This design comes from an exercise in tuning for small area on the open sky130 flow, not from production work. At most, simulation tests tie the RTL to the original design; equivalence was not proved. Only the layout flow was run in runs 2 and 3; the RTL was not checked for function there. No activity file was given, so power comes from the tool's default toggle rates.

File: design.v
`timescale 1ns/1ps
`default_nettype none
module vis_accumulator (
  input  logic        vis_clock,
  input  logic        vis_reset,
  input  logic        rst_d,       
  input  logic        frame_end,   
  input  logic        sig_valid_i,
  input  logic [3:0]  sig_idata_i,
  input  logic [3:0]  sig_qdata_i,
  input  logic [5:0]  pend,        
  input  logic [5:0]  sel,         
  output logic [11:0] word_o       
);
  localparam logic [11:0] BASE_A = {2'd2, 2'd1, 2'd1, 2'd0, 2'd0, 2'd0};
  localparam logic [11:0] BASE_B = {2'd3, 2'd3, 2'd2, 2'd3, 2'd2, 2'd1};
  logic [5:0] inc_f;
  logic [5:0] inc_g;
  logic [5:0] cnt_f [6];
  logic [5:0] cnt_g [6];
  logic [3:0] x;
  assign x = sig_idata_i ^ sig_qdata_i;
  always_comb begin
    for (int k = 0; k < 6; k++) begin
      logic ai, aq, bi, bq, bw;
      ai = sig_idata_i[BASE_A[2*k +: 2]];
      aq = sig_qdata_i[BASE_A[2*k +: 2]];
      bi = sig_idata_i[BASE_B[2*k +: 2]];
      bq = sig_qdata_i[BASE_B[2*k +: 2]];
      bw = !x[BASE_A[2*k +: 2]] && x[BASE_B[2*k +: 2]];   
      inc_f[k] = sig_valid_i && !(aq ^ bq ^ bw);
      inc_g[k] = sig_valid_i && (ai ^ bi ^ bw);
    end
  end
  genvar gk;
  generate
    for (gk = 0; gk < 6; gk++) begin : g_base
      localparam int PW = (gk == 5) ? 4 : 3;
      logic [PW-1:0] pnd_f;
      logic [PW-1:0] pnd_g;
      logic          take;
      logic          hold;
      assign take = sel[gk] || rst_d;
      assign hold = pend[gk] && !sel[gk];
      always_ff @(posedge vis_clock) begin
        cnt_f[gk] <= (take ? 6'(pnd_f) : cnt_f[gk]) + 6'(inc_f[gk] && !hold);
        cnt_g[gk] <= (take ? 6'(pnd_g) : cnt_g[gk]) + 6'(inc_g[gk] && !hold);
        if (vis_reset || frame_end) begin
          pnd_f <= '0;
          pnd_g <= '0;
        end else begin
          pnd_f <= pnd_f + PW'(inc_f[gk] && pend[gk]);
          pnd_g <= pnd_g + PW'(inc_g[gk] && pend[gk]);
        end
      end
    end
  endgenerate
  always_comb begin
    word_o = '0;
    for (int k = 0; k < 6; k++) begin
      word_o = word_o | ({cnt_f[k], cnt_g[k]} & {12{sel[k]}});
    end
  end
endmodule
`default_nettype wire
`timescale 1ns/1ps
`default_nettype none
module vis_fifo #(
  parameter int W = 13
) (
  input  logic        vis_clock,
  input  logic        vis_reset,
  input  logic        wr_i,
  input  logic [W-1:0] word_i,
  input  logic        ready_i,
  output logic        valid_o,
  output logic [W-1:0] word_o,     
  output logic        overflow_o
);
  logic [W-1:0] sh [8];
  logic [3:0]  count;
  logic        full;
  logic        push;
  logic        pop;
  assign full    = count[3];   
  assign valid_o = (count != 4'd0);
  assign push    = wr_i && !full;
  assign pop     = valid_o && ready_i;
  assign word_o  = sh[3'(count - 1'b1)];
  always_ff @(posedge vis_clock) begin
    if (push) begin
      sh[0] <= word_i;
      for (int i = 1; i < 8; i++) sh[i] <= sh[i-1];
    end
  end
  always_ff @(posedge vis_clock) begin
    if (vis_reset) begin
      count      <= '0;
      overflow_o <= 1'b0;
    end else begin
      count <= count + 4'(push) - 4'(pop);
      if (wr_i && full) overflow_o <= 1'b1;
    end
  end
endmodule
`default_nettype wire
`timescale 1ns/1ps
`default_nettype none
module byte_serializer (
  input  logic        vis_clock,
  input  logic        vis_reset,
  input  logic        valid_i,
  input  logic [11:0] word_i,      
  input  logic        m_tready_i,
  output logic        ready_o,
  output logic        m_tvalid_o,
  output logic [7:0]  m_tdata_o,
  output logic        m_tlast_o
);
  logic        busy;
  logic [2:0]  idx;
  logic [10:0] sc;
  logic [11:0] sw;
  logic        slast;
  logic [6:0]  dv;
  assign ready_o = !busy;
  always_ff @(posedge vis_clock) begin
    if (vis_reset) begin
      busy <= 1'b0;
      idx  <= '0;
    end else if (valid_i && !busy) begin
      busy <= 1'b1;
      idx  <= '0;
    end else if (busy && m_tready_i) begin
      idx <= idx + 1'b1;
      if (idx == 3'd7) busy <= 1'b0;
    end
  end
  always_ff @(posedge vis_clock) begin
    if (valid_i && !busy) {sc, slast} <= word_i;
  end
  assign sw = sc[10] ? {sc[9], sc[9] ? 5'd0 : sc[4:0], sc[8], sc[8] ? 5'd0 : sc[4:0]}
                     : {1'b0, sc[9:5], 1'b0, sc[4:0]};
  logic [6:0] sum;
  assign sum = {1'b0, sw[11:6]} + ({1'b0, sw[5:0]} ^ {7{idx[2]}}) + 7'(idx[2]);
  assign dv  = idx[2] ? sum : {sum[6:5] - 2'd1, sum[4:0]};
  assign m_tvalid_o = busy;
  assign m_tdata_o  = (idx[1:0] == 2'd0) ? {dv, 1'b0} : {8{dv[6]}};
  assign m_tlast_o  = busy && slast && (idx == 3'd7);
endmodule
`default_nettype wire
`timescale 1ns/1ps
`default_nettype none
module toy_correlator (
  input  logic       vis_clock,
  input  logic       vis_reset,
  input  logic       sig_valid_i,
  input  logic [3:0] sig_idata_i,
  input  logic [3:0] sig_qdata_i,
  input  logic       m_tready_i,
  output logic       vis_start_o,
  output logic       vis_frame_o,
  output logic       m_tvalid_o,
  output logic [7:0] m_tdata_o,
  output logic       m_tlast_o,
  output logic       vis_overflow_o
);
  logic [2:0] wcnt;      
  logic [1:0] blk;       
  logic       rst_d;     
  logic       block_done;
  logic       frame_end;
  assign block_done = sig_valid_i && (wcnt == 3'd7);
  assign frame_end  = block_done && (blk == 2'd3) && !vis_reset;
  always_ff @(posedge vis_clock) begin
    rst_d <= vis_reset;
    if (vis_reset) begin
      wcnt        <= '0;
      blk         <= '0;
      vis_start_o <= 1'b0;
      vis_frame_o <= 1'b0;
    end else begin
      if (sig_valid_i) wcnt <= wcnt + 1'b1;
      if (block_done) blk <= blk + 1'b1;
      vis_start_o <= block_done && !vis_frame_o;
      if (block_done) vis_frame_o <= 1'b1;
    end
  end
  logic [6:0] pend;
  logic [2:0] ph;
  logic       strobe;
  logic [5:0] sel;
  logic       wr;
  assign strobe = pend[6] && (ph == 3'd1);
  assign wr     = strobe && !pend[0];
  always_comb begin
    for (int k = 0; k < 6; k++) sel[k] = strobe && pend[k+1] && !pend[k];
  end
  always_ff @(posedge vis_clock) begin
    ph <= frame_end ? 3'd0 : ph + 1'b1;
    if (vis_reset) begin
      pend <= '0;
    end else if (frame_end) begin
      pend <= '1;
    end else if (strobe) begin
      pend <= {pend[5:0], 1'b0};
    end
  end
  logic [11:0] acc_word;
  logic [10:0] acc_code;
  logic        x5, y5;
  logic        q_valid;
  logic        q_ready;
  logic [11:0] q_code;
  assign x5       = acc_word[11];
  assign y5       = acc_word[5];
  assign acc_code = (x5 || y5) ? {1'b1, x5, y5, 3'b000, (y5 && !x5) ? acc_word[10:6] : acc_word[4:0]}
                               : {1'b0, acc_word[10:6], acc_word[4:0]};
  vis_accumulator u_accum (
    .vis_clock   (vis_clock),
    .vis_reset   (vis_reset),
    .rst_d       (rst_d),
    .frame_end   (frame_end),
    .sig_valid_i (sig_valid_i),
    .sig_idata_i (sig_idata_i),
    .sig_qdata_i (sig_qdata_i),
    .pend        (pend[6:1]),
    .sel         (sel),
    .word_o      (acc_word)
  );
  vis_fifo #(.W(12)) u_fifo (
    .vis_clock  (vis_clock),
    .vis_reset  (vis_reset),
    .wr_i       (wr),
    .word_i     ({acc_code, sel[5]}),
    .ready_i    (q_ready),
    .valid_o    (q_valid),
    .word_o     (q_code),
    .overflow_o (vis_overflow_o)
  );
  byte_serializer u_serializer (
    .vis_clock  (vis_clock),
    .vis_reset  (vis_reset),
    .valid_i    (q_valid),
    .word_i     (q_code),
    .m_tready_i (m_tready_i),
    .ready_o    (q_ready),
    .m_tvalid_o (m_tvalid_o),
    .m_tdata_o  (m_tdata_o),
    .m_tlast_o  (m_tlast_o)
  );
endmodule
`default_nettype wire
File: config.mk
export PLATFORM = sky130hd
export DESIGN_NAME = toy_correlator
export DESIGN_NICKNAME = toy_correlator
export VERILOG_FILES = /design/flow/design.v
export SDC_FILE = /design/flow/constraint.sdc
export NUM_CORES = 4
export LEC_CHECK = 0
export CAP_MARGIN = 0
export CORE_MARGIN = 2
export CORE_UTILIZATION = 70
export SLEW_MARGIN = 0
File: flow/synth.tcl
# synth_recipe.tcl (the standard synthesis), with the final ABC mapping run for
# area and the arithmetic left to ABC instead of fixed half/full-adder cells.
# Flip-flops are mapped before ABC runs, so the registers, their names and
# cell types are those of the standard synthesis.
proc synth {args} { yosys synth -nofsm -noshare {*}$args }
proc extract_fa {args} { }
proc abc {args} {
  foreach o {-script -D} {
    set i [lsearch -exact $args $o]
    if { $i >= 0 } { set args [lreplace $args $i [expr {$i + 1}]] }
  }
  yosys abc {*}$args -script $::env(OWN_ABC_SCRIPT)
}
source $::env(SCRIPTS_DIR)/synth.tcl
# left out here: clear keep_hierarchy, flatten, clean up, hide names made inside functions, write 1_2_yosys.v
File: flow/area.abc
&get -n
&st
&dch
&nf -R 1000 -p -F 8 -A 4
&put
&get -n
&st
&dch
&nf -R 1000 -p -F 8 -A 4
&put
&get -n
&st
&dch
&nf -R 1000 -p -F 8 -A 4
&put
File: constraint.sdc
create_clock -name core_clock -period 6.0 [get_ports {vis_clock}]
set_input_delay 1.2000 -clock core_clock [delete_from_list [all_inputs] [get_ports {vis_clock}]]
set_output_delay 1.2000 -clock core_clock [all_outputs]
set_load 0.01 [all_outputs]
File: flow/run.sh
#!/bin/bash
# Own synthesis (flow/synth.tcl: the standard one with an area-oriented ABC
# mapping), then the standard layout from the synthesized netlist, with the
# smallest buffer on each port and a clock tree without dummy loads.
set -euo pipefail
W=$(pwd)
export OWN_ABC_SCRIPT="$W/flow/area.abc"
export BUFFER_PORTS_ARGS="-buffer_cell sky130_fd_sc_hd__buf_1"
export CTS_ARGS="-sink_clustering_enable -repair_clock_nets -sink_clustering_size 16 -sink_clustering_max_diameter 60 -buf_list sky130_fd_sc_hd__clkbuf_8 -dont_use_dummy_load"
sed -e "s#SYNTH_SCRIPT=[^ ]*#SYNTH_SCRIPT=$W/flow/synth.tcl#" standard.sh > own_synth.sh
bash own_synth.sh synth > synth.log 2>&1
bash standard.sh > standard.log 2>&1
File: standard.sh
#!/bin/bash
# synth_recipe.tcl (not shown) runs the flow's synth.tcl, then flattens the netlist and writes it again
# the make line also repeats each setting of config.mk as NAME=value (left out here)
make -C /OpenROAD-flow-scripts/flow DESIGN_CONFIG=/design/flow/config.mk WORK_HOME=/design/flow/orfs CLKGATE_MAP_FILE= SYNTH_SCRIPT=/design/flow/synth_recipe.tcl "${@:-finish}"
==> results of run 1 <==
## cell type report
cell class | instances | area, um2 | share of cell area (%)
flip-flops and latches | 245 | 5990 | 56.2
multi-input cells | 641 | 3960 | 37.1
clock buffers | 19 | 262 | 2.46
well taps | 180 | 225 | 2.11
repair buffers | 40 | 210 | 1.97
inverters | 3 | 11.3 | 0.106
## registers in the layout, summed over array words and instances (netlist names)
signal                cells
u_accum.g_base.pnd_g     19
u_accum.cnt_f            36
u_serializer.busy         1
u_serializer.slast        1
blk                       2
u_fifo.overflow_o         1
pend                      7
u_fifo.sh                96
u_accum.cnt_g            36
ph                        3
vis_start_o               1
wcnt                      3
u_accum.g_base.pnd_f     19
vis_frame_o               1
u_fifo.count              4
u_serializer.sc          11
u_serializer.idx          3
rst_d                     1
## synth_stat cells (17+ instances only)
library cell / count / area (um2)
o21ai_0: 39 / 195
nand3_1: 24 / 120
a21oi_1: 86 / 430
nand2_1: 83 / 312
edfxtp_1: 108 / 3240
xnor2_1: 31 / 272
a222oi_1: 17 / 170
dfxtp_1: 137 / 2740
mux2i_1: 43 / 430
nor2b_1: 21 / 131
xor2_1: 35 / 307
a22oi_1: 37 / 278
and3_1: 30 / 188
nor3_1: 34 / 170
nor2_1: 68 / 255
## power by group through the flow
stage / clock, mW / combinational, mW / sequential [mW]
after floorplan: 0 / 0.591 / 1.94
after global placement: 0 / 0.779 / 1.96
after detailed placement: 0 / 0.838 / 1.97
after CTS: 0.784 / 0.841 / 1.93
after global routing: 0.842 / 0.937 / 1.94
final: 0.773 / 0.845 / 1.93
## how the worst max path moves through the flow
stage	start	to	cells after the start
after floorplan	ph[1]$_SDFF_PP0_	u_fifo.sh[0][0]$_DFFE_PP_	4
after global placement	u_serializer.sc[10]$_DFFE_PP_	m_tdata_o[6]	17
after detailed placement	u_serializer.sc[10]$_DFFE_PP_	m_tdata_o[2]	17
after CTS	u_serializer.sc[10]$_DFFE_PP_	m_tdata_o[2]	17
after global routing	u_serializer.sc[10]$_DFFE_PP_	m_tdata_o[6]	17
final	u_serializer.sc[10]$_DFFE_PP_	m_tdata_o[2]	17
## worst register-to-register path, cell delays in order (launching register included)
cell and delay, ns:
dfxtp_1 0.42, and3_1 0.27, nand2_1 0.12, nor2_1 0.05, buf_4 0.19, nor2_1 0.89
mux2i_1 0.33, nor4_1 0.64, nand3_1 0.21, nor2b_1 0.26, xnor2_1 0.14
## per-layer routing
layer | part of all wire (%) | up-vias
li1 | - | 3463
met1 | 40 | 3543
met2 | 51 | 260
met3 | 5.6 | 52
met4 | 3.4 | 0
met5 | 0 | -
## kinds of logic (layout without fill, tap and decap cells)
| family | count (synthesis) | in the layout | synth area share (%) |
|---|---|---|---|
| AND/OR/NAND/NOR | 305 | 305 | 14.7 |
| flip-flops | 245 | 245 | 60.3 |
| AO/OA/AOI/OAI | 227 | 227 | 14.7 |
| XOR/XNOR | 66 | 66 | 5.82 |
| multiplexers | 43 | 43 | 4.33 |
| buffers and inverters | 3 | 62 | 0.113 |
==> results.rst, run 1 <==
.. list-table::
   :header-rows: 1

   * - Metric
     - Value
   * - Run status
     - finished clean
   * - Num ports
     - 25
   * - Synth Register Bits
     - 245
   * - Final cell count without fillers
     - 1128
   * - Register-to-Register Path Depth
     - 10
   * - Horiz. Die Dim
     - 123 um
   * - Crit-path max FO
     - 7
   * - Kind of start point of the critical path
     - flop
   * - Setup repair after global routing missed its margin
     - no
   * - Final weighted congestion in routability-driven placement
     - 0.881
   * - Relative area change from synthesis to final layout
     - 7.19%
   * - First-pass detailed-route iteration total
     - 10
   * - Worst Clk Skew
     - 0.0438 ns
   * - Layout cell share with drive strength beyond 1
     - 4.01%
   * - Worst skew pair latency
     - 0.53 ns
   * - Final design utilization
     - 76.7%
   * - Half-perimeter wire length of the detailed placement result
     - 15600 um
   * - Power Internal
     - 2.45 mW
   * - Nets
     - 962
   * - Diode count
     - 0
   * - Remaining Overflow, GRT
     - 0
   * - Net switching share of the total power
     - 30.9%
   * - Critical Setup Path Class
     - reg -> out
   * - Min-Delay Path Class
     - reg -> reg
   * - Seq/Total Area, Yosys
     - 60.3%
   * - Iter 0 DRT Violations
     - 713
   * - DP Area
     - 10400 um2
   * - Power per unit of standard cell area
     - 333 nW/um2
   * - Placed Cells
     - 1109
   * - Vias
     - 7318
   * - Average vias per placed instance
     - 6.49
   * - Detail-routed net length per standard cell
     - 19.4 um
   * - Data required time of the worst path
     - 4.80 ns
   * - Number of global-route vias before repair
     - 6984
   * - GR Util met1
     - 35.8%
   * - Met3 track demand over resource in global routing
     - 4.66%
   * - Total standard cell area after synthesis
     - 9930 um2
   * - Total number of placement rows
     - 43
   * - Clock Path Buffers
     - 3
   * - Highest-count cells in the layout ignoring fill and taps
     - dfxtp_1 (137), edfxtp_1 (108), a21oi_1 (86), nand2_1 (83), nor2_1 (67)
   * - Cells on Worst Hold Path
     - 0
   * - Time the final worst path needs with I/O delays and setup
     - 5.15 ns
   * - Remaining DRCs
     - 0
   * - Core footprint
     - 13900 um2
   * - Final Max Slew Viols
     - 0
   * - Count of mapped cells out of synthesis
     - 889
   * - Proportion of power drawn by the clock network
     - 21.8%
   * - Cell mode on critical path
     - nand2_1
   * - Count of endpoints failing hold in the final timing report
     - 0
   * - Total Wirelength
     - 21900 um
   * - Final Worst Setup Slack
     - 0.852 ns
   * - Non-Filler Cell Area, Final
     - 10600 um2
   * - Worst R2R Setup Slack
     - 2.39 ns
   * - Sum of negative setup slack
     - 0 ns
   * - Setup slack at placement
     - 1.49 ns
   * - Most common cell after layout, fill and taps aside
     - dfxtp_1
   * - Launch instance of the worst min-delay path
     - u_fifo.sh[1][8]$_DFFE_PP_
   * - Clock tree from TritonCTS
     - yes
   * - Slew of the pin with the lowest slew margin
     - 1.17 ns
   * - Input/output buffers
     - 24
   * - Largest delay share family, worst path
     - compound AO/OA/AOI/OAI gates
   * - End point of the worst hold path
     - u_fifo.sh[2][8]$_DFFE_PP_
   * - Most Crowded Layer GR
     - met2
   * - Worst voltage drop across the vdd grid
     - 223 uV
   * - Initial antenna violation count
     - 0
   * - Total global routing track utilization
     - 28.9%
   * - Yosys cell types
     - 30
   * - Synth Flop Type
     - dfxtp_1
   * - Y dimension of the die
     - 123 um
   * - Slew Limit Headroom
     - 21.6%
   * - Fill cell instance count of the final layout
     - 939
   * - Reg clk slew, reported paths
     - 0.10 ns
   * - Post_cts resized
     - 0
   * - Hold-fix buffers, CTS
     - 0
   * - First-pass GRT wire length
     - 34200 um
   * - Part of the power in registers
     - 54.4%
   * - Final critical-path share of the clock period
     - 85.8%
   * - Standard cell with the maximum stage delay on the critical path
     - edfxtp_1
   * - Share of flip-flops with an asynchronous set or reset
     - 0%
   * - Post-synth EDFFs
     - 108
   * - Maximum clock frequency
     - 194 MHz
   * - Number of max-cap violations
     - 0
   * - H-tree lvl count
     - 1
   * - Worst-path cell chain
     - clkinv_1, nor2_1, a22oi_1, o21ai_0, nand2_1, nand2_1, o21ai_0, o21a_1, o21ai_0, nand2_1, nand2_1, xnor2_1, nor2_1, nor3_1, nand2_1, o21ai_0, buf_1
   * - # Post-CTS Setup Buffers
     - 0
   * - Pin count of the biggest net entering global routing
     - 98
   * - Antenna-violating nets left
     - 0
   * - Met2 layer usage reported by global route
     - 51.4%
   * - Worst path buffer plus inverter count
     - 2
   * - Critical path endpoint category
     - primary output
   * - Sw power
     - 1.10 mW
   * - Reg-to-Reg End
     - u_accum.cnt_f[1][5]$_DFF_P_
   * - Syn avg cell area
     - 11.2 um2
   * - Initial core utilization
     - 71.6%
   * - Endpoints failing setup
     - 0
   * - Total clock buffers created by CTS
     - 19
   * - Number of clock sinks
     - 245
   * - Maximum single-stage delay on the critical path
     - 0.44 ns
   * - Static power due to leakage
     - 3.65 nW
   * - Worst hold slack
     - 0.449 ns
   * - Root buf cell
     - clkbuf_8
   * - Total power
     - 3.55 mW
   * - Endpoint arrival time on the critical path
     - 3.95 ns
   * - Launch point of the worst reg-to-reg path
     - pend[6]$_SDFFE_PP0P_
   * - Total of warnings raised by yosys
     - 7
   * - Share of total power in combinational logic
     - 23.8%
   * - Die Area
     - 15200 um2
   * - Number of nets produced by synthesis
     - 901
==> run 2: changes to the inputs <==
--- a/design.v
+++ b/design.v
@@ -50,6 +50,6 @@
           pnd_g <= '0;
         end else begin
-          pnd_f <= pnd_f + PW'(inc_f[gk] && pend[gk]);
-          pnd_g <= pnd_g + PW'(inc_g[gk] && pend[gk]);
+          pnd_f <= pnd_f + PW'(inc_f[gk]);
+          pnd_g <= pnd_g + PW'(inc_g[gk]);
         end
       end
==> run 2 against run 1 <==
Compared with the run above: count of clock-buffer cells in the layout stayed put; cell count rose by 0.71%; final area rose by 0.42%; clock power increased by 0.8%; highest routed layer unchanged; critical endpoint is now m_tdata_o[5]; global-route usage is 1.5 points higher.
==> results.rst, run 2 <==
.. list-table::
   :header-rows: 1

   * - Metric
     - Value
   * - Antenna-violating nets left
     - 0 (unchanged)
   * - Sum of negative setup slack
     - 0 ns (unchanged)
   * - Average vias per placed instance
     - 6.46 (was 6.49)
   * - Fill cell instance count of the final layout
     - 936 (was 939)
   * - Nets
     - 970 (was 962)
   * - Total clock buffers created by CTS
     - 19 (unchanged)
   * - Number of max-cap violations
     - 0 (unchanged)
   * - Count of endpoints failing hold in the final timing report
     - 0 (unchanged)
   * - Total power
     - 3.63 mW (was 3.55 mW)
   * - Number of clock sinks
     - 245 (unchanged)
   * - Clock tree from TritonCTS
     - yes (unchanged)
   * - Most common cell after layout, fill and taps aside
     - dfxtp_1 (unchanged)
   * - Seq/Total Area, Yosys
     - 60.0% (was 60.3%)
   * - Worst R2R Setup Slack
     - 2.68 ns (was 2.39 ns)
   * - Endpoint arrival time on the critical path
     - 3.96 ns (was 3.95 ns)
   * - Remaining Overflow, GRT
     - 0 (unchanged)
   * - Iter 0 DRT Violations
     - 740 (was 713)
   * - Non-Filler Cell Area, Final
     - 10700 um2 (was 10600 um2)
   * - Vias
     - 7336 (was 7318)
   * - Registers with the most flip-flops
     - u_fifo.sh x96, u_accum.cnt_f x36, u_accum.cnt_g x36 (unchanged)
   * - Kind of start point of the critical path
     - flop (unchanged)
   * - Diode count
     - 0 (unchanged)
   * - Final Max Slew Viols
     - 0 (unchanged)
   * - Register-to-Register Path Depth
     - 11 (was 10)
   * - Setup repair after global routing missed its margin
     - no (unchanged)
   * - Maximum single-stage delay on the critical path
     - 0.46 ns (was 0.44 ns)
   * - Core footprint
     - 13900 um2 (unchanged)
   * - Worst skew pair latency
     - 0.52 ns (was 0.53 ns)
   * - Total global routing track utilization
     - 30.4% (was 28.9%)
   * - Input/output buffers
     - 24 (unchanged)
   * - Startpoint of the most critical setup path
     - u_serializer.sc[10]$_DFFE_PP_ (unchanged)
   * - Synth Area in Simple Gates
     - 15.3% (was 14.7%)
   * - Worst Clk Skew
     - 0.0236 ns (was 0.0438 ns)
   * - Most used standard cells in the synthesized netlist
     - dfxtp_1 (137), edfxtp_1 (108), nand2_1 (91) (was dfxtp_1 (137), edfxtp_1 (108), a21oi_1 (86))
   * - Standard cell with the maximum stage delay on the critical path
     - edfxtp_1 (unchanged)
   * - Combined area of the multi-input logic cells
     - 4000 um2 (was 3960 um2)
   * - Power per unit of standard cell area
     - 339 nW/um2 (was 333 nW/um2)
   * - Initial core utilization
     - 71.8% (was 71.6%)
   * - Highest-count cells in the layout ignoring fill and taps
     - dfxtp_1 (137), edfxtp_1 (108), nand2_1 (91), nor2_1 (73), a21oi_1 (63) (was dfxtp_1 (137), edfxtp_1 (108), a21oi_1 (86), nand2_1 (83), nor2_1 (67))
   * - Largest delay share family, worst path
     - simple AND/OR/NAND/NOR gates (was compound AO/OA/AOI/OAI gates)
   * - Remaining DRCs
     - 0 (unchanged)
   * - Number of global-route vias before repair
     - 7406 (was 6984)
   * - H-tree lvl count
     - 1 (unchanged)
   * - Number of nets produced by synthesis
     - 909 (was 901)
   * - Run status
     - finished clean (unchanged)
   * - Synth Flop Type
     - dfxtp_1 (unchanged)
   * - Post_cts resized
     - 0 (unchanged)
   * - Horiz. Die Dim
     - 123 um (about the same)
   * - Post-synthesis adder-cell area fraction
     - 0.100% (was 0%)
   * - Count of mapped cells out of synthesis
     - 897 (was 889)
   * - Syn avg cell area
     - 11.1 um2 (was 11.2 um2)
   * - Detail-routed net length per standard cell
     - 19.8 um (was 19.4 um)
   * - Total number of placement rows
     - 43 (unchanged)
   * - Initial antenna violation count
     - 0 (unchanged)
   * - First-pass GRT wire length
     - 36000 um (was 34200 um)
   * - Final critical-path share of the clock period
     - 86.0% (was 85.8%)
   * - Fraction of the mapped netlist area in compound gates
     - 14.9% (was 14.7%)
   * - Post-synth EDFFs
     - 108 (unchanged)
   * - Half-perimeter wire length of the detailed placement result
     - 15900 um (was 15600 um)
   * - Most area-consuming cells after synthesis
     - edfxtp_1 (33%), dfxtp_1 (28%), mux2i_1 (3.8%) (was edfxtp_1 (33%), dfxtp_1 (28%), a21oi_1 (4.3%))
   * - Total of warnings raised by yosys
     - 7 (unchanged)
   * - Launch point of the worst reg-to-reg path
     - ph[1]$_SDFF_PP0_ (was pend[6]$_SDFFE_PP0P_)
   * - Share of flip-flops with an asynchronous set or reset
     - 0% (unchanged)
   * - # Post-CTS Setup Buffers
     - 0 (unchanged)
   * - First-pass detailed-route iteration total
     - 7 (was 10)
   * - Cell mode on critical path
     - nand2_1 (unchanged)
   * - Total Wirelength
     - 22500 um (was 21900 um)
   * - Total standard cell area after synthesis
     - 9970 um2 (was 9930 um2)
   * - Crit-path max FO
     - 7 (unchanged)
   * - Relative area change from synthesis to final layout
     - 7.25% (was 7.19%)
   * - Proportion of synthesized area in mux cells
     - 3.81% (was 4.33%)
   * - FF+latch area
     - 5990 um2 (unchanged)
   * - Y dimension of the die
     - 123 um (about the same)
   * - Critical path depth in cells
     - 18 (was 17)
   * - Yosys cell types
     - 33 (was 30)
   * - Worst path buffer plus inverter count
     - 2 (unchanged)
   * - Pin count of the biggest net entering global routing
     - 81 (was 98)
   * - Synth Register Bits
     - 245 (unchanged)
   * - Time the final worst path needs with I/O delays and setup
     - 5.16 ns (was 5.15 ns)
   * - Critical path endpoint
     - m_tdata_o[5] (was m_tdata_o[2])
   * - Static power due to leakage
     - 3.76 nW (was 3.65 nW)
   * - Hold-fix buffers, CTS
     - 0 (unchanged)
   * - Worst-path cell chain
     - clkinv_1, nor2_1, a22oi_1, o21ai_0, nand2_1, nand2_1, nand2_1, or2_0, nand2_1, nand2_1, o21ai_0, maj3_1, xor2_1, nor2_1, nor2_1, nand2_1, o21ai_0, buf_1 (was clkinv_1, nor2_1, a22oi_1, o21ai_0, nand2_1, nand2_1, o21ai_0, o21a_1, o21ai_0, nand2_1, nand2_1, xnor2_1, nor2_1, nor3_1, nand2_1, o21ai_0, buf_1)
   * - Register bank with the most flops
     - u_fifo.sh (unchanged)
   * - Endpoints failing setup
     - 0 (unchanged)
   * - Num ports
     - 25 (unchanged)
   * - Critical path endpoint category
     - primary output (unchanged)
   * - Reg-to-Reg End
     - u_accum.cnt_f[4][5]$_DFF_P_ (was u_accum.cnt_f[1][5]$_DFF_P_)
   * - Clock Path Buffers
     - 3 (unchanged)
   * - Worst voltage drop across the vdd grid
     - 229 uV (was 223 uV)
   * - Most frequent cell after synthesis
     - dfxtp_1 (unchanged)
   * - Xor and xnor fraction of the mapped netlist area
     - 5.80% (was 5.82%)
   * - Reg clk slew, reported paths
     - 0.10 ns (about the same)
   * - Min-Delay Path Class
     - reg -> reg (unchanged)
   * - Top cell type's share of synthesized area
     - 32.5% (was 32.6%)
   * - Maximum clock frequency
     - 194 MHz (about the same)
   * - DP Area
     - 10400 um2 (about the same)
   * - Data required time of the worst path
     - 4.80 ns (about the same)
   * - Slew of the pin with the lowest slew margin
     - 1.18 ns (was 1.17 ns)
   * - Layout cell share with drive strength beyond 1
     - 4.18% (was 4.01%)
   * - Cell accounting for the most synthesized area
     - edfxtp_1 (unchanged)
   * - Root buf cell
     - clkbuf_8 (unchanged)
   * - Main combinational cell family by area after synthesis
     - simple AND/OR/NAND/NOR gates (unchanged)
   * - Slew Limit Headroom
     - 21.3% (was 21.6%)
   * - Critical Setup Path Class
     - reg -> out (unchanged)
   * - Number of flip-flops under the largest register name
     - 96 (unchanged)
   * - Final weighted congestion in routability-driven placement
     - 0.888 (was 0.881)
   * - Die Area
     - 15200 um2 (about the same)
-- run 2: cell types whose count changed after synthesis, sizes merged, moves of 9 or more --
| cell | previous run | this run |
|---|---|---|
| o21ai | 39 | 54 |
| nor3 | 34 | 23 |
| and2 | 5 | 14 |
| a21oi | 86 | 64 |
-- run 2: through the flow --
stage | worst slack, ns | instances | util (%) | hold WS (ns)
final | 0.839 | 1136 | 77.0 | 0.458
after detailed placement | 1.45 | 1117 | 75.2 | 0.435
after CTS | 0.883 | 1136 | 77.0 | 0.458
after global placement | 1.80 | 1117 | 75.2 | 0.429
after global routing | 0.452 | 1136 | 77.0 | 0.468
after floorplan | 0.638 | 897 | - | 0.423
-- run 2: logic make-up after synthesis --
logic type / Yosys count
multiplexers: 38
AO/OA/AOI/OAI: 227
AND/OR/NAND/NOR: 318
XOR/XNOR: 66
adder cells (fa/ha/maj): 1
buffers and inverters: 2
flip-flops: 245
-- run 2: worst min path at each step --
stage,from,to,slack (ns),cells past startpoint
finish,u_fifo.sh[0][7]$_SDFFCE_PN0P_,u_fifo.sh[1][7]$_DFFE_PP_,0.46,0
global route,u_fifo.sh[5][3]$_DFFE_PP_,u_fifo.sh[6][3]$_DFFE_PP_,0.47,0
CTS,u_fifo.sh[5][3]$_DFFE_PP_,u_fifo.sh[6][3]$_DFFE_PP_,0.46,0
detailed placement,u_fifo.sh[6][7]$_DFFE_PP_,u_fifo.sh[7][7]$_DFFE_PP_,0.43,0
global placement,u_fifo.sh[1][8]$_DFFE_PP_,u_fifo.sh[2][8]$_DFFE_PP_,0.43,0
floorplan,u_accum.g_base[3].pnd_f[2]$_SDFF_PP0_,u_accum.g_base[3].pnd_f[2]$_SDFF_PP0_,0.42,1
-- run 2: power by group --
group / internal [mW] / switching (mW) / total [mW]
Clock: 0.286 / 0.493 / 0.779
Sequential: 1.88 / 0.109 / 1.99
Combinational: 0.328 / 0.533 / 0.861
-- run 2: layout make-up --
class	instances	area share, %
clock buffers	19	2.45
repair buffers	40	1.97
flip-flops and latches	245	56.0
inverters	2	0.0702
well taps	180	2.11
multi-input cells	650	37.4
-- run 2: per-layer routing --
layer | part of all wire (%) | GRT usage, % | vias to the layer above
li1 | - | - | 3494
met1 | 40 | 36.0 | 3485
met2 | 50 | 53.4 | 276
met3 | 5.7 | 4.84 | 81
met4 | 4.4 | 15.6 | 0
met5 | 0 | 0 | -
==> run 3: changes to the inputs <==
--- a/flow/run.sh
+++ b/flow/run.sh
@@ -7,5 +7,5 @@
 export OWN_ABC_SCRIPT="$W/flow/area.abc"
 export BUFFER_PORTS_ARGS="-buffer_cell sky130_fd_sc_hd__buf_1"
-export CTS_ARGS="-sink_clustering_enable -repair_clock_nets -sink_clustering_size 16 -sink_clustering_max_diameter 60 -buf_list sky130_fd_sc_hd__clkbuf_8 -dont_use_dummy_load"
+export CTS_ARGS="-sink_clustering_enable -repair_clock_nets -sink_clustering_size 20 -sink_clustering_max_diameter 70 -buf_list sky130_fd_sc_hd__clkbuf_8 -dont_use_dummy_load"
 sed -e "s#SYNTH_SCRIPT=[^ ]*#SYNTH_SCRIPT=$W/flow/synth.tcl#" standard.sh > own_synth.sh
 bash own_synth.sh synth > synth.log 2>&1
==> run 3 against run 2 <==
Compared with the run above: hold slack lost 0.010 ns; total power decreased by 1.4%; clock skew up 0.037 ns; maximum frequency barely moved; utilization down 0.30 points; sequential power is essentially flat; via count hardly changed; count of clock-buffer cells in the layout decreased by 3.
==> results.rst, run 3 <==
.. list-table::
   :header-rows: 1

   * - Metric
     - Value
   * - Root buf cell
     - clkbuf_8 (unchanged)
   * - Total of warnings raised by yosys
     - 7 (unchanged)
   * - Worst-path cell chain
     - clkinv_1, nor2_1, a22oi_1, o21ai_0, nand2_1, nand2_1, nand2_1, or2_0, nand2_1, nand2_1, o21ai_0, maj3_1, xor2_1, nor2_1, nor2_1, nand2_1, o21ai_0, buf_1 (unchanged)
   * - Highest-count cells in the layout ignoring fill and taps
     - dfxtp_1 (137), edfxtp_1 (108), nand2_1 (91), nor2_1 (73), a21oi_1 (63) (unchanged)
   * - Power per unit of standard cell area
     - 336 nW/um2 (was 339 nW/um2)
   * - Horiz. Die Dim
     - 123 um (unchanged)
   * - Kind of start point of the critical path
     - flop (unchanged)
   * - Launch instance of the worst min-delay path
     - u_fifo.sh[1][7]$_DFFE_PP_ (was u_fifo.sh[0][7]$_SDFFCE_PN0P_)
   * - Iter 0 DRT Violations
     - 699 (was 740)
   * - First-pass GRT wire length
     - 36000 um (about the same)
   * - Cell accounting for the most synthesized area
     - edfxtp_1 (unchanged)
   * - Syn avg cell area
     - 11.1 um2 (unchanged)
   * - Relative area change from synthesis to final layout
     - 6.84% (was 7.25%)
   * - Setup slack at placement
     - 1.45 ns (unchanged)
   * - Y dimension of the die
     - 123 um (unchanged)
   * - Number of max-cap violations
     - 0 (unchanged)
   * - Endpoints failing setup
     - 0 (unchanged)
   * - Num ports
     - 25 (unchanged)
   * - Half-perimeter wire length of the detailed placement result
     - 15900 um (unchanged)
   * - Remaining DRCs
     - 0 (unchanged)
   * - Setup repair after global routing missed its margin
     - no (unchanged)
   * - Worst skew pair latency
     - 0.52 ns (about the same)
   * - Vias
     - 7342 (was 7336)
   * - Count of endpoints failing hold in the final timing report
     - 0 (unchanged)
   * - Data required time of the worst path
     - 4.80 ns (about the same)
   * - Critical Setup Path Class
     - reg -> out (unchanged)
   * - Count of mapped cells out of synthesis
     - 897 (unchanged)
   * - End point of the worst hold path
     - u_fifo.sh[2][7]$_DFFE_PP_ (was u_fifo.sh[1][7]$_DFFE_PP_)
   * - Crit-path max FO
     - 7 (unchanged)
   * - Slew of the pin with the lowest slew margin
     - 1.16 ns (was 1.18 ns)
   * - Slew Limit Headroom
     - 22.6% (was 21.3%)
   * - Time the final worst path needs with I/O delays and setup
     - 5.16 ns (about the same)
   * - Synth Register Bits
     - 245 (unchanged)
   * - Initial antenna violation count
     - 0 (unchanged)
   * - Clock Path Buffers
     - 3 (unchanged)
   * - Worst path buffer plus inverter count
     - 2 (unchanged)
   * - Core footprint
     - 13900 um2 (unchanged)
   * - Die Area
     - 15200 um2 (unchanged)
   * - First-pass detailed-route iteration total
     - 8 (was 7)
   * - Most common cell after layout, fill and taps aside
     - dfxtp_1 (unchanged)
   * - Total standard cell area after synthesis
     - 9970 um2 (unchanged)
   * - Antenna-violating nets left
     - 0 (unchanged)
   * - Average vias per placed instance
     - 6.48 (was 6.46)
   * - Post-synth EDFFs
     - 108 (unchanged)
   * - Maximum clock frequency
     - 194 MHz (about the same)
   * - Final Max Slew Viols
     - 0 (unchanged)
   * - Synth Flop Type
     - dfxtp_1 (unchanged)
   * - Final weighted congestion in routability-driven placement
     - 0.888 (unchanged)
   * - Number of flip-flops under the largest register name
     - 96 (unchanged)
   * - Final critical-path share of the clock period
     - 86.1% (was 86.0%)
   * - Number of nets produced by synthesis
     - 909 (unchanged)
   * - Total global routing track utilization
     - 30.5% (was 30.4%)
   * - Maximum single-stage delay on the critical path
     - 0.46 ns (about the same)
   * - Diode count
     - 0 (unchanged)
   * - Final design utilization
     - 76.7% (was 77.0%)
   * - Fill cell instance count of the final layout
     - 942 (was 936)
   * - Detail-routed net length per standard cell
     - 20.0 um (was 19.8 um)
   * - Top cell type's share of synthesized area
     - 32.5% (unchanged)
   * - Launch point of the worst reg-to-reg path
     - ph[1]$_SDFF_PP0_ (unchanged)
   * - Most area-consuming cells after synthesis
     - edfxtp_1 (33%), dfxtp_1 (28%), mux2i_1 (3.8%) (unchanged)
   * - Largest delay share family, worst path
     - simple AND/OR/NAND/NOR gates (unchanged)
   * - Reg-to-Reg End
     - u_accum.cnt_f[4][5]$_DFF_P_ (unchanged)
   * - Initial core utilization
     - 71.8% (unchanged)
   * - Final Worst Setup Slack
     - 0.836 ns (was 0.839 ns)
   * - Remaining Overflow, GRT
     - 0 (unchanged)
   * - Total number of placement rows
     - 43 (unchanged)
   * - Register-to-Register Path Depth
     - 11 (unchanged)
   * - Run status
     - finished clean (unchanged)
   * - Cell mode on critical path
     - nand2_1 (unchanged)
   * - Share of flip-flops with an asynchronous set or reset
     - 0% (unchanged)
   * - Total Wirelength
     - 22600 um (was 22500 um)
   * - Min-Delay Path Class
     - reg -> reg (unchanged)
   * - Nets
     - 967 (was 970)
   * - Number of global-route vias before repair
     - 7374 (was 7406)
   * - Most frequent cell after synthesis
     - dfxtp_1 (unchanged)
   * - Number of clock sinks
     - 245 (unchanged)
   * - Post_cts resized
     - 0 (unchanged)
   * - Reg clk slew, reported paths
     - 0.12 ns (was 0.10 ns)
   * - Register bank with the most flops
     - u_fifo.sh (unchanged)
   * - Critical path endpoint category
     - primary output (unchanged)
   * - Yosys cell types
     - 33 (unchanged)
   * - Input/output buffers
     - 24 (unchanged)
   * - # Post-CTS Setup Buffers
     - 0 (unchanged)
   * - Seq/Total Area, Yosys
     - 60.0% (unchanged)
   * - Pin count of the biggest net entering global routing
     - 81 (unchanged)
   * - Worst R2R Setup Slack
     - 2.68 ns (about the same)
   * - Static power due to leakage
     - 3.73 nW (was 3.76 nW)
   * - Most used standard cells in the synthesized netlist
     - dfxtp_1 (137), edfxtp_1 (108), nand2_1 (91) (unchanged)
   * - Layout cell share with drive strength beyond 1
     - 3.88% (was 4.18%)
   * - Worst Clk Skew
     - 0.0603 ns (was 0.0236 ns)
   * - Registers with the most flip-flops
     - u_fifo.sh x96, u_accum.cnt_f x36, u_accum.cnt_g x36 (unchanged)
   * - Clock tree from TritonCTS
     - yes (unchanged)
   * - Total clock buffers created by CTS
     - 16 (was 19)
   * - Endpoint arrival time on the critical path
     - 3.96 ns (about the same)
   * - Hold-fix buffers, CTS
     - 0 (unchanged)
   * - Worst voltage drop across the vdd grid
     - 253 uV (was 229 uV)
   * - Standard cell with the maximum stage delay on the critical path
     - edfxtp_1 (unchanged)
   * - H-tree lvl count
     - 1 (unchanged)
   * - Sum of negative setup slack
     - 0 ns (unchanged)
   * - Cells on Worst Hold Path
     - 0 (unchanged)
-- run 3: through the flow --
step                cells  power, mW  hold slack [ns]  instance area (um2)
finish               1133       3.58            0.448                10700
floorplan             897       2.60            0.423                 9970
global route         1133       3.76            0.477                10700
detailed placement   1117       2.88            0.435                10400
CTS                  1133       3.57            0.446                10700
global placement     1117       2.82            0.429                10400
-- run 3: layout make-up --
| class | instances | area [um2] | share of cell area, % |
|---|---|---|---|
| clock buffer | 16 | 220 | 2.07 |
| inverter | 2 | 7.51 | 0.0705 |
| multi-input combinational | 650 | 4000 | 37.6 |
| sequential | 245 | 5990 | 56.2 |
| tap | 180 | 225 | 2.11 |
| timing repair buffer | 40 | 210 | 1.97 |
-- run 3: how the worst max path moves through the flow --
stage	startpoint	end	slack, ns	cells past startpoint
floorplan	ph[1]$_SDFF_PP0_	u_fifo.sh[0][0]$_DFFE_PP_	0.64	4
global placement	u_serializer.sc[10]$_DFFE_PP_	m_tdata_o[5]	1.80	17
detailed placement	u_serializer.sc[10]$_DFFE_PP_	m_tdata_o[5]	1.45	18
CTS	u_serializer.sc[10]$_DFFE_PP_	m_tdata_o[5]	0.89	18
global route	u_serializer.sc[10]$_DFFE_PP_	m_tdata_o[2]	0.45	17
finish	u_serializer.sc[10]$_DFFE_PP_	m_tdata_o[5]	0.84	18
-- run 3: cell families after synthesis --
| group | share of synthesized area [%] |
|---|---|
| buffers and inverters | 0.0753 |
| adder cells (fa/ha/maj) | 0.100 |
| XOR/XNOR | 5.80 |
| multiplexers | 3.81 |
| flip-flops | 60.0 |
| AND/OR/NAND/NOR | 15.3 |
| AO/OA/AOI/OAI | 14.9 |
-- run 3: metal layers --
metal  part of all wire [%]  track usage (%)  vias to the layer above
li1                       -                -                     3486
met3                    5.3             4.80                       70
met4                    3.9             13.7                        0
met1                     41             36.9                     3521
met5                      0                0                        -
met2                     50             53.6                      265
-- run 3: worst reg2reg max path: cells and delay by family (launching register included) --
| family | cells | cell delay [ns] |
|---|---|---|
| XOR/XNOR | 1 | 0.18 |
| multiplexers | 1 | 0.12 |
| buffers and inverters | 2 | 0.54 |
| AND/OR/NAND/NOR | 7 | 2.01 |
| flip-flops | 1 | 0.37 |
-- run 3: report_power, final --
group	internal, mW	switching (mW)	total [mW]
sequential	1.88	0.108	1.99
combinational	0.328	0.533	0.861
clock	0.243	0.484	0.727
==> run 4: changes to the inputs <==
--- a/design.v
+++ b/design.v
@@ -50,6 +50,6 @@
           pnd_g <= '0;
         end else begin
-          pnd_f <= pnd_f + PW'(inc_f[gk]);
-          pnd_g <= pnd_g + PW'(inc_g[gk]);
+          pnd_f <= pnd_f + PW'(inc_f[gk] && pend[gk]);
+          pnd_g <= pnd_g + PW'(inc_g[gk] && pend[gk]);
         end
       end
--- a/config.mk
+++ b/config.mk
@@ -8,4 +8,4 @@
 export CAP_MARGIN = 0
 export CORE_MARGIN = 2
-export CORE_UTILIZATION = 70
+export CORE_UTILIZATION = 60
 export SLEW_MARGIN = 0
==> run 4 against run 3 <==
Compared with the run above: non-clock buffer count is the same; via count fell by 1.6%; maximum frequency grew 1.5%; setup slack gained 0.077 ns; critical path type unchanged; critical endpoint is now m_tdata_o[2]; largest power group unchanged; highest routed layer unchanged.
==> results.rst, run 4 <==
.. list-table::
   :header-rows: 1

   * - Metric
     - Value
   * - Non-Filler Cell Area, Final
     - 10700 um2 (about the same)
   * - Slew of the pin with the lowest slew margin
     - 1.26 ns (was 1.16 ns)
   * - Average vias per placed instance
     - 6.20 (was 6.48)
   * - Power per unit of standard cell area
     - 326 nW/um2 (was 336 nW/um2)
   * - Worst-path cell chain
     - clkinv_1, nor2_1, a22oi_1, o21ai_0, nand2_1, nand2_1, o21ai_0, o21a_1, o21ai_0, nand2_1, nand2_1, xnor2_1, nor2_1, nor3_1, nand2_1, o21ai_0, buf_1 (was clkinv_1, nor2_1, a22oi_1, o21ai_0, nand2_1, nand2_1, nand2_1, or2_0, nand2_1, nand2_1, o21ai_0, maj3_1, xor2_1, nor2_1, nor2_1, nand2_1, o21ai_0, buf_1)
   * - Time the final worst path needs with I/O delays and setup
     - 5.09 ns (was 5.16 ns)
   * - Post-route met1 wirelength
     - 9420 um (was 9170 um)
   * - Number of flip-flops under the largest register name
     - 96 (unchanged)
   * - Half-perimeter wire length of the detailed placement result
     - 15800 um (was 15900 um)
   * - Number of clock sinks
     - 245 (unchanged)
   * - Final Max Slew Viols
     - 0 (unchanged)
   * - Static power due to leakage
     - 3.63 nW (was 3.73 nW)
   * - Reg clk slew, reported paths
     - 0.11 ns (was 0.12 ns)
   * - Seq/Total Area, Yosys
     - 60.3% (was 60.0%)
   * - Post-synth EDFFs
     - 108 (unchanged)
   * - Cells on Worst Hold Path
     - 1 (was 0)
   * - Most common cell after layout, fill and taps aside
     - dfxtp_1 (unchanged)
   * - Y dimension of the die
     - 133 um (was 123 um)
   * - Cell mode on critical path
     - nand2_1 (unchanged)
   * - Standard cell with the maximum stage delay on the critical path
     - edfxtp_1 (unchanged)
   * - Most frequent cell after synthesis
     - dfxtp_1 (unchanged)
   * - Worst voltage drop across the vdd grid
     - 308 uV (was 253 uV)
   * - Syn avg cell area
     - 11.2 um2 (was 11.1 um2)
   * - Most used standard cells in the synthesized netlist
     - dfxtp_1 (137), edfxtp_1 (108), a21oi_1 (86) (was dfxtp_1 (137), edfxtp_1 (108), nand2_1 (91))
   * - Remaining Overflow, GRT
     - 0 (unchanged)
   * - Final Worst Setup Slack
     - 0.912 ns (was 0.836 ns)
   * - Number of global-route vias before repair
     - 6862 (was 7374)
   * - Final critical-path share of the clock period
     - 84.8% (was 86.1%)
   * - Synth Register Bits
     - 245 (unchanged)
   * - Slew Limit Headroom
     - 15.9% (was 22.6%)
   * - Min-Delay Path Class
     - reg -> reg (unchanged)
   * - Relative area change from synthesis to final layout
     - 7.28% (was 6.84%)
   * - Sum of negative setup slack
     - 0 ns (unchanged)
   * - Endpoints failing setup
     - 0 (unchanged)
   * - # Post-CTS Setup Buffers
     - 0 (unchanged)
   * - Maximum single-stage delay on the critical path
     - 0.45 ns (was 0.46 ns)
   * - Nets
     - 959 (was 967)
   * - Top cell type's share of synthesized area
     - 32.6% (was 32.5%)
   * - Layout cell share with drive strength beyond 1
     - 3.70% (was 3.88%)
   * - Data required time of the worst path
     - 4.80 ns (about the same)
   * - Worst hold slack
     - 0.459 ns (was 0.448 ns)
   * - Total number of placement rows
     - 47 (was 43)
   * - Power Internal
     - 2.41 mW (was 2.45 mW)
   * - Core footprint
     - 16400 um2 (was 13900 um2)
   * - Maximum clock frequency
     - 197 MHz (was 194 MHz)
   * - Setup slack at placement
     - 1.58 ns (was 1.45 ns)
   * - Clock Path Buffers
     - 3 (unchanged)
   * - Proportion of power drawn by the clock network
     - 20.7% (was 20.3%)
   * - Launch point of the worst reg-to-reg path
     - ph[1]$_SDFF_PP0_ (unchanged)
   * - Worst skew pair latency
     - 0.52 ns (about the same)
   * - Horiz. Die Dim
     - 133 um (was 123 um)
   * - Post_cts resized
     - 0 (unchanged)
   * - Part of the power in registers
     - 55.5% (was 55.6%)
   * - Share of flip-flops with an asynchronous set or reset
     - 0% (unchanged)
   * - Final weighted congestion in routability-driven placement
     - 0.850 (was 0.888)
   * - End point of the worst hold path
     - vis_start_o$_SDFF_PP0_ (was u_fifo.sh[2][7]$_DFFE_PP_)
   * - Worst R2R Setup Slack
     - 2.33 ns (was 2.68 ns)
   * - First-pass GRT wire length
     - 34900 um (was 36000 um)
   * - Clock tree from TritonCTS
     - yes (unchanged)
   * - Worst Clk Skew
     - 0.0614 ns (was 0.0603 ns)
   * - Number of nets produced by synthesis
     - 901 (was 909)
   * - Uppermost layer routed
     - met4 (unchanged)
   * - Reg-to-Reg End
     - u_accum.cnt_g[1][5]$_DFF_P_ (was u_accum.cnt_f[4][5]$_DFF_P_)
   * - Root buf cell
     - clkbuf_8 (unchanged)
   * - Num ports
     - 25 (unchanged)
   * - Kind of start point of the critical path
     - flop (unchanged)
   * - Critical path endpoint category
     - primary output (unchanged)
   * - Input/output buffers
     - 24 (unchanged)
   * - Sw power
     - 1.07 mW (was 1.13 mW)
   * - Registers with the most flip-flops
     - u_fifo.sh x96, u_accum.cnt_f x36, u_accum.cnt_g x36 (unchanged)
   * - Register-to-Register Path Depth
     - 11 (unchanged)
   * - Die Area
     - 17600 um2 (was 15200 um2)
   * - Run status
     - finished clean (unchanged)
   * - Total clock buffers created by CTS
     - 16 (unchanged)
   * - Synth Flop Type
     - dfxtp_1 (unchanged)
   * - Setup repair after global routing missed its margin
     - no (unchanged)
   * - WL met3
     - 886 um (was 1200 um)
   * - Total standard cell area after synthesis
     - 9930 um2 (was 9970 um2)
   * - Total Wirelength
     - 22100 um (was 22600 um)
   * - Critical Setup Path Class
     - reg -> out (unchanged)
   * - Initial core utilization
     - 60.6% (was 71.8%)
   * - DP Area
     - 10400 um2 (about the same)
   * - Initial antenna violation count
     - 0 (unchanged)
   * - Hold-fix buffers, CTS
     - 0 (unchanged)
   * - Launch instance of the worst min-delay path
     - vis_frame_o$_SDFFE_PP0P_ (was u_fifo.sh[1][7]$_DFFE_PP_)
   * - H-tree lvl count
     - 1 (unchanged)
   * - Total global routing track utilization
     - 24.7% (was 30.5%)
   * - Detailed-routed wire length on met2
     - 11200 um (was 11400 um)
   * - Share of total power in combinational logic
     - 23.8% (was 24.1%)
   * - Remaining DRCs
     - 0 (unchanged)
   * - Count of endpoints failing hold in the final timing report
     - 0 (unchanged)
   * - Total of warnings raised by yosys
     - 7 (unchanged)
   * - Net switching share of the total power
     - 30.7% (was 31.5%)
   * - Detail-routed net length per standard cell
     - 19.0 um (was 20.0 um)
   * - Diode count
     - 0 (unchanged)
   * - Crit-path max FO
     - 7 (unchanged)
   * - First-pass detailed-route iteration total
     - 5 (was 8)
   * - Vias
     - 7222 (was 7342)
   * - Iter 0 DRT Violations
     - 627 (was 699)
   * - Register bank with the most flops
     - u_fifo.sh (unchanged)
   * - Antenna-violating nets left
     - 0 (unchanged)
   * - Number of max-cap violations
     - 0 (unchanged)
   * - Yosys cell types
     - 30 (was 33)
   * - Cell accounting for the most synthesized area
     - edfxtp_1 (unchanged)
   * - Count of mapped cells out of synthesis
     - 889 (was 897)
   * - Pin count of the biggest net entering global routing
     - 80 (was 81)
   * - Endpoint arrival time on the critical path
     - 3.89 ns (was 3.96 ns)
   * - Highest-count cells in the layout ignoring fill and taps
     - dfxtp_1 (137), edfxtp_1 (108), a21oi_1 (86), nand2_1 (83), nor2_1 (67) (was dfxtp_1 (137), edfxtp_1 (108), nand2_1 (91), nor2_1 (73), a21oi_1 (63))
   * - Most area-consuming cells after synthesis
     - edfxtp_1 (33%), dfxtp_1 (28%), a21oi_1 (4.3%) (was edfxtp_1 (33%), dfxtp_1 (28%), mux2i_1 (3.8%))
[run 4: final cells by class]
class / instances / area [um2]
Clock buffer: 16 / 220
Timing Repair Buffer: 40 / 210
Sequential cell: 245 / 5990
Multi-Input combinational cell: 641 / 3960
Inverter: 3 / 11.3
Tap cell: 220 / 275
Fill cell: 1301 / 5750
[run 4: worst max path at each step]
stage / from / to / slack (ns) / depth (start not counted)
floorplan: ph[1]$_SDFF_PP0_ / u_fifo.sh[0][0]$_DFFE_PP_ / 0.64 / 4
global placement: u_serializer.sc[10]$_DFFE_PP_ / m_tdata_o[6] / 1.84 / 17
detailed placement: u_serializer.sc[10]$_DFFE_PP_ / m_tdata_o[2] / 1.58 / 17
CTS: u_serializer.sc[10]$_DFFE_PP_ / m_tdata_o[2] / 0.99 / 17
global route: u_serializer.sc[10]$_DFFE_PP_ / m_tdata_o[6] / 0.56 / 17
finish: u_serializer.sc[10]$_DFFE_PP_ / m_tdata_o[2] / 0.91 / 17
[run 4: worst max-delay path, delay by kind of cell, from the launching register on]
kind	cells	cell delay [ns]
buffers and inverters	2	0.34
DFF	1	0.45
AOI/OAI and AO/OA	6	1.25
xor gates and xnor gates	1	0.16
and+or+nand+nor	8	1.15
[run 4: metrics by stage]
| stage | total power, mW | utilization [%] | instances |
|---|---|---|---|
| after floorplan | 2.53 | - | 889 |
| after global placement | 2.75 | 63.6 | 1149 |
| after detailed placement | 2.79 | 63.6 | 1149 |
| after CTS | 3.50 | 65.0 | 1165 |
| after global routing | 3.65 | 65.0 | 1165 |
| final | 3.48 | 65.0 | 1165 |
[run 4: logic make-up (layout without fill, tap and decap cells)]
group	Yosys count	count (layout)	synth area share [%]
AND/OR/NAND/NOR	305	305	14.7
flip-flops	245	245	60.3
AO/OA/AOI/OAI	227	227	14.7
XOR/XNOR	66	66	5.82
multiplexers	43	43	4.33
buffers and inverters	3	59	0.113
[run 4: routing by layer]
layer,up-vias,track usage [%]
li1,3463,-
met1,3525,31.0
met2,189,44.3
met3,45,2.91
met4,0,8.72
met5,-,0
[run 4: power by group through the flow]
stage / Combinational, mW / Sequential, mW / Clock, mW
floorplan: 0.591 / 1.94 / 0
global placement: 0.791 / 1.96 / 0
detailed placement: 0.825 / 1.97 / 0
CTS: 0.828 / 1.93 / 0.740
global route: 0.917 / 1.94 / 0.789
finish: 0.827 / 1.93 / 0.720
==> run 5: changes to the inputs <==
--- a/config.mk
+++ b/config.mk
@@ -8,4 +8,4 @@
 export CAP_MARGIN = 0
 export CORE_MARGIN = 2
-export CORE_UTILIZATION = 60
+export CORE_UTILIZATION = 80
 export SLEW_MARGIN = 0
==> run 5 against run 4 <==
Compared with the run above: still clean; count of clock-buffer cells in the layout unchanged; sequential share of layout area grew 0.30 points; register-to-register slack improved by 0.08 ns; first-iteration DRC count is 57% higher; clock skew is 0.014 ns lower; cell count decreased by 4.4%; flip-flop and latch count stayed put; combinational power is 2.5% higher; final area fell by 0.54%; critical path type unchanged; highest routed layer unchanged.
==> results.rst, run 5 <==
.. list-table::
   :header-rows: 1

   * - Metric
     - Value
   * - Run status
     - finished clean (unchanged)
   * - Fill cell instance count of the final layout
     - 592 (was 1301)
   * - Diode count
     - 0 (unchanged)
   * - Min-Delay Path Class
     - reg -> reg (unchanged)
   * - Register bank with the most flops
     - u_fifo.sh (unchanged)
   * - Maximum clock frequency
     - 193 MHz (was 197 MHz)
   * - Reg clk slew, reported paths
     - 0.11 ns (about the same)
   * - Highest-count cells in the layout ignoring fill and taps
     - dfxtp_1 (137), edfxtp_1 (108), a21oi_1 (86), nand2_1 (83), nor2_1 (67) (unchanged)
   * - Pin count of the biggest net entering global routing
     - 98 (was 80)
   * - Relative area change from synthesis to final layout
     - 6.70% (was 7.28%)
   * - Power per unit of standard cell area
     - 330 nW/um2 (was 326 nW/um2)
   * - Setup repair after global routing missed its margin
     - no (unchanged)
   * - Seq/Total Area, Yosys
     - 60.3% (unchanged)
   * - Detail-routed net length per standard cell
     - 20.5 um (was 19.0 um)
   * - Maximum single-stage delay on the critical path
     - 0.47 ns (was 0.45 ns)
   * - DP Area
     - 10400 um2 (about the same)
   * - Kind of start point of the critical path
     - flop (unchanged)
   * - Y dimension of the die
     - 115 um (was 133 um)
   * - Final weighted congestion in routability-driven placement
     - 0.937 (was 0.850)
   * - Count of mapped cells out of synthesis
     - 889 (unchanged)
   * - Worst Clk Skew
     - 0.0475 ns (was 0.0614 ns)
   * - Part of the power in registers
     - 55.3% (was 55.5%)
   * - Worst-path cell chain
     - clkinv_1, nor2_1, a22oi_1, o21ai_0, nand2_1, nand2_1, o21ai_0, o21a_1, o21ai_0, nand2_1, nand2_1, xnor2_1, nor2_1, nor3_1, nand2_1, o21ai_0, buf_1 (unchanged)
   * - Endpoints failing setup
     - 0 (unchanged)
   * - Worst voltage drop across the vdd grid
     - 277 uV (was 308 uV)
   * - First-pass GRT wire length
     - 36700 um (was 34900 um)
   * - Number of nets produced by synthesis
     - 901 (unchanged)
   * - Crit-path max FO
     - 7 (unchanged)
   * - Final Max Slew Viols
     - 0 (unchanged)
   * - Input/output buffers
     - 24 (unchanged)
   * - # Post-CTS Setup Buffers
     - 0 (unchanged)
   * - Total clock buffers created by CTS
     - 16 (unchanged)
   * - Endpoint arrival time on the critical path
     - 3.97 ns (was 3.89 ns)
   * - Slew Limit Headroom
     - 16.4% (was 15.9%)
   * - Placed Cells
     - 1098 (was 1149)
   * - Die Area
     - 13300 um2 (was 17600 um2)
   * - Average vias per placed instance
     - 6.80 (was 6.20)
   * - Clock Path Buffers
     - 3 (unchanged)
   * - Layout cell share with drive strength beyond 1
     - 3.81% (was 3.70%)
   * - Number of global-route vias before repair
     - 7368 (was 6862)
   * - Half-perimeter wire length of the detailed placement result
     - 16100 um (was 15800 um)
   * - Remaining DRCs
     - 0 (unchanged)
   * - First-pass detailed-route iteration total
     - 9 (was 5)
   * - Number of max-cap violations
     - 0 (unchanged)
   * - Static power due to leakage
     - 3.64 nW (was 3.63 nW)
   * - Critical Setup Path Class
     - reg -> out (unchanged)
   * - Total of warnings raised by yosys
     - 7 (unchanged)
   * - Time the final worst path needs with I/O delays and setup
     - 5.17 ns (was 5.09 ns)
   * - Post-synth EDFFs
     - 108 (unchanged)
   * - Total number of placement rows
     - 40 (was 47)
   * - Post_cts resized
     - 0 (unchanged)
   * - Net switching share of the total power
     - 31.1% (was 30.7%)
   * - Root buf cell
     - clkbuf_8 (unchanged)
   * - Standard cell with the maximum stage delay on the critical path
     - edfxtp_1 (unchanged)
   * - Final cell count without fillers
     - 1114 (was 1165)
   * - Power Internal
     - 2.41 mW (about the same)
   * - Vias
     - 7574 (was 7222)
   * - Final design utilization
     - 87.9% (was 65.0%)
   * - Synth Flop Type
     - dfxtp_1 (unchanged)
   * - Count of endpoints failing hold in the final timing report
     - 0 (unchanged)
   * - Horiz. Die Dim
     - 115 um (was 133 um)
   * - Core footprint
     - 12100 um2 (was 16400 um2)
   * - Top cell type's share of synthesized area
     - 32.6% (unchanged)
   * - Cell accounting for the most synthesized area
     - edfxtp_1 (unchanged)
   * - Total standard cell area after synthesis
     - 9930 um2 (unchanged)
   * - Initial core utilization
     - 82.4% (was 60.6%)
   * - Syn avg cell area
     - 11.2 um2 (unchanged)
   * - Most area-consuming cells after synthesis
     - edfxtp_1 (33%), dfxtp_1 (28%), a21oi_1 (4.3%) (unchanged)
   * - Share of total power in combinational logic
     - 24.3% (was 23.8%)
   * - Number of clock sinks
     - 245 (unchanged)
   * - Num ports
     - 25 (unchanged)
   * - Hold-fix buffers, CTS
     - 0 (unchanged)
   * - Startpoint of the most critical setup path
     - u_serializer.sc[10]$_DFFE_PP_ (unchanged)
   * - Clock tree from TritonCTS
     - yes (unchanged)
   * - Proportion of power drawn by the clock network
     - 20.4% (was 20.7%)
   * - Sum of negative setup slack
     - 0 ns (unchanged)
   * - Slew of the pin with the lowest slew margin
     - 1.25 ns (was 1.26 ns)
   * - Most used standard cells in the synthesized netlist
     - dfxtp_1 (137), edfxtp_1 (108), a21oi_1 (86) (unchanged)
   * - Iter 0 DRT Violations
     - 987 (was 627)
   * - Final critical-path share of the clock period
     - 86.2% (was 84.8%)
   * - Total Wirelength
     - 22800 um (was 22100 um)
   * - Share of flip-flops with an asynchronous set or reset
     - 0% (unchanged)
   * - Synth Register Bits
     - 245 (unchanged)
   * - Most common cell after layout, fill and taps aside
     - dfxtp_1 (unchanged)
   * - Launch point of the worst reg-to-reg path
     - pend[6]$_SDFFE_PP0P_ (was ph[1]$_SDFF_PP0_)
   * - Cell mode on critical path
     - nand2_1 (unchanged)
   * - Total global routing track utilization
     - 35.3% (was 24.7%)
   * - Sw power
     - 1.09 mW (was 1.07 mW)
   * - Number of flip-flops under the largest register name
     - 96 (unchanged)
   * - Non-Filler Cell Area, Final
     - 10600 um2 (was 10700 um2)
   * - Initial antenna violation count
     - 0 (unchanged)
   * - H-tree lvl count
     - 1 (unchanged)
   * - Launch instance of the worst min-delay path
     - u_fifo.sh[6][4]$_DFFE_PP_ (was vis_frame_o$_SDFFE_PP0P_)
   * - Yosys cell types
     - 30 (unchanged)
   * - Antenna-violating nets left
     - 0 (unchanged)
   * - Critical path endpoint category
     - primary output (unchanged)
   * - Registers with the most flip-flops
     - u_fifo.sh x96, u_accum.cnt_f x36, u_accum.cnt_g x36 (unchanged)
   * - Most frequent cell after synthesis
     - dfxtp_1 (unchanged)
   * - Nets
     - 960 (was 959)
   * - Data required time of the worst path
     - 4.80 ns (about the same)
   * - Remaining Overflow, GRT
     - 0 (unchanged)
   * - Worst skew pair latency
     - 0.52 ns (about the same)
[run 5: cell counts after synthesis]
Identical to the previous run, type by type.
[run 5: path summary, 6_finish.rpt]
| check | endpoint | slack (ns) | cells after the start |
|---|---|---|---|
| worst min-delay path | u_fifo.sh[7][4]$_DFFE_PP_ | 0.46 | 0 |
| worst min register to register | u_fifo.sh[7][4]$_DFFE_PP_ | 0.46 | 0 |
| worst max register to register | u_accum.cnt_f[4][4]$_DFF_P_ | 2.41 | 9 |
| worst max-delay path | m_tdata_o[6] | 0.83 | 17 |
[run 5: kinds of logic (layout without fill, tap and decap cells)]
logic type / Yosys count / in the layout / share of synthesized area, %
DFF: 245 / 245 / 60.3
buffers and inverters: 3 / 60 / 0.113
and+or+nand+nor: 305 / 305 / 14.7
AOI/OAI and AO/OA: 227 / 227 / 14.7
xor gates and xnor gates: 66 / 66 / 5.82
muxes: 43 / 43 / 4.33
[run 5: through the flow]
step	hold slack, ns	setup slack [ns]	power [mW]
5_1_grt	0.471	0.341	3.65
3_5_place_dp	0.433	1.43	2.80
6_report	0.461	0.829	3.50
2_1_floorplan	0.422	0.638	2.53
4_1_cts	0.460	0.878	3.48
3_3_place_gp	0.430	1.88	2.73
[run 5: final cells by class]
class	instances	area (um2)	area share, %
sequential	245	5990	56.5
multi-input combinational	641	3960	37.3
clock buffer	16	220	2.08
timing repair buffer	41	218	2.05
tap	168	210	1.98
inverter	3	11.3	0.106
[run 5: power by group through the flow]
stage | logic, mW | clock network [mW] | registers (mW)
after floorplan | 0.591 | 0 | 1.94
after global placement | 0.777 | 0 | 1.96
after detailed placement | 0.835 | 0 | 1.97
after CTS | 0.840 | 0.710 | 1.93
after global routing | 0.948 | 0.757 | 1.95
final | 0.848 | 0.714 | 1.93
[run 5: per-layer routing]
metal | routed length, um | global-route usage (%) | vias to the layer above
met5 | 0 | 0 | -
met4 | 857 | 14.1 | 0
met3 | 1690 | 4.55 | 75
met2 | 11800 | 63.4 | 421
met1 | 8410 | 43.4 | 3597
li1 | - | - | 3481
[run 5: worst max-delay path, delay by kind of cell, from the launching register on]
family / cells / cell delay (ns)
xor+xnor: 1 / 0.17
compound gates: 6 / 1.27
buf+inv: 2 / 0.37
simple gates: 8 / 1.23
flops: 1 / 0.47

[separate check: timing with driven ports]
In the flow no input, the clock included, has a driving cell. The finished layouts below were timed again as built, in two steps. Step 1 (the two cells are an assumption about what drives the block):
set clk [get_ports {vis_clock}]
set_driving_cell -lib_cell sky130_fd_sc_hd__clkbuf_16 $clk
set_driving_cell -lib_cell sky130_fd_sc_hd__buf_2 [delete_from_list [all_inputs] $clk]
Step 2 moves the port delays by t, midway between the first and last clock arrival at a register: inputs arrive t later, outputs are due t later. That takes back most of the time a late clock gives input paths. a / b / c = ideal / step 1 / step 2; a / b = the first two.
run | t (ns) | slack for setup (ns) | hold slack, ns | worst setup path at the end | worst register clock-pin slew, ns
run 1 | 0.545 | 0.852 / 0.812 / 1.358 | 0.449 / 0.449 / 0.449 | register to output | 0.10 / 0.10
run 2 | 0.551 | 0.839 / 0.800 / 1.351 | 0.458 / 0.458 / 0.458 | register to output | 0.10 / 0.10
run 3 | 0.533 | 0.836 / 0.792 / 1.326 | 0.448 / 0.448 / 0.448 | register to output | 0.12 / 0.12
run 4 | 0.526 | 0.912 / 0.873 / 1.399 | 0.459 / 0.459 / 0.459 | register to output | 0.12 / 0.12
run 5 | 0.531 | 0.829 / 0.789 / 1.320 | 0.461 / 0.461 / 0.461 | register to output | 0.12 / 0.12
After both steps setup and hold are still met in every run listed.
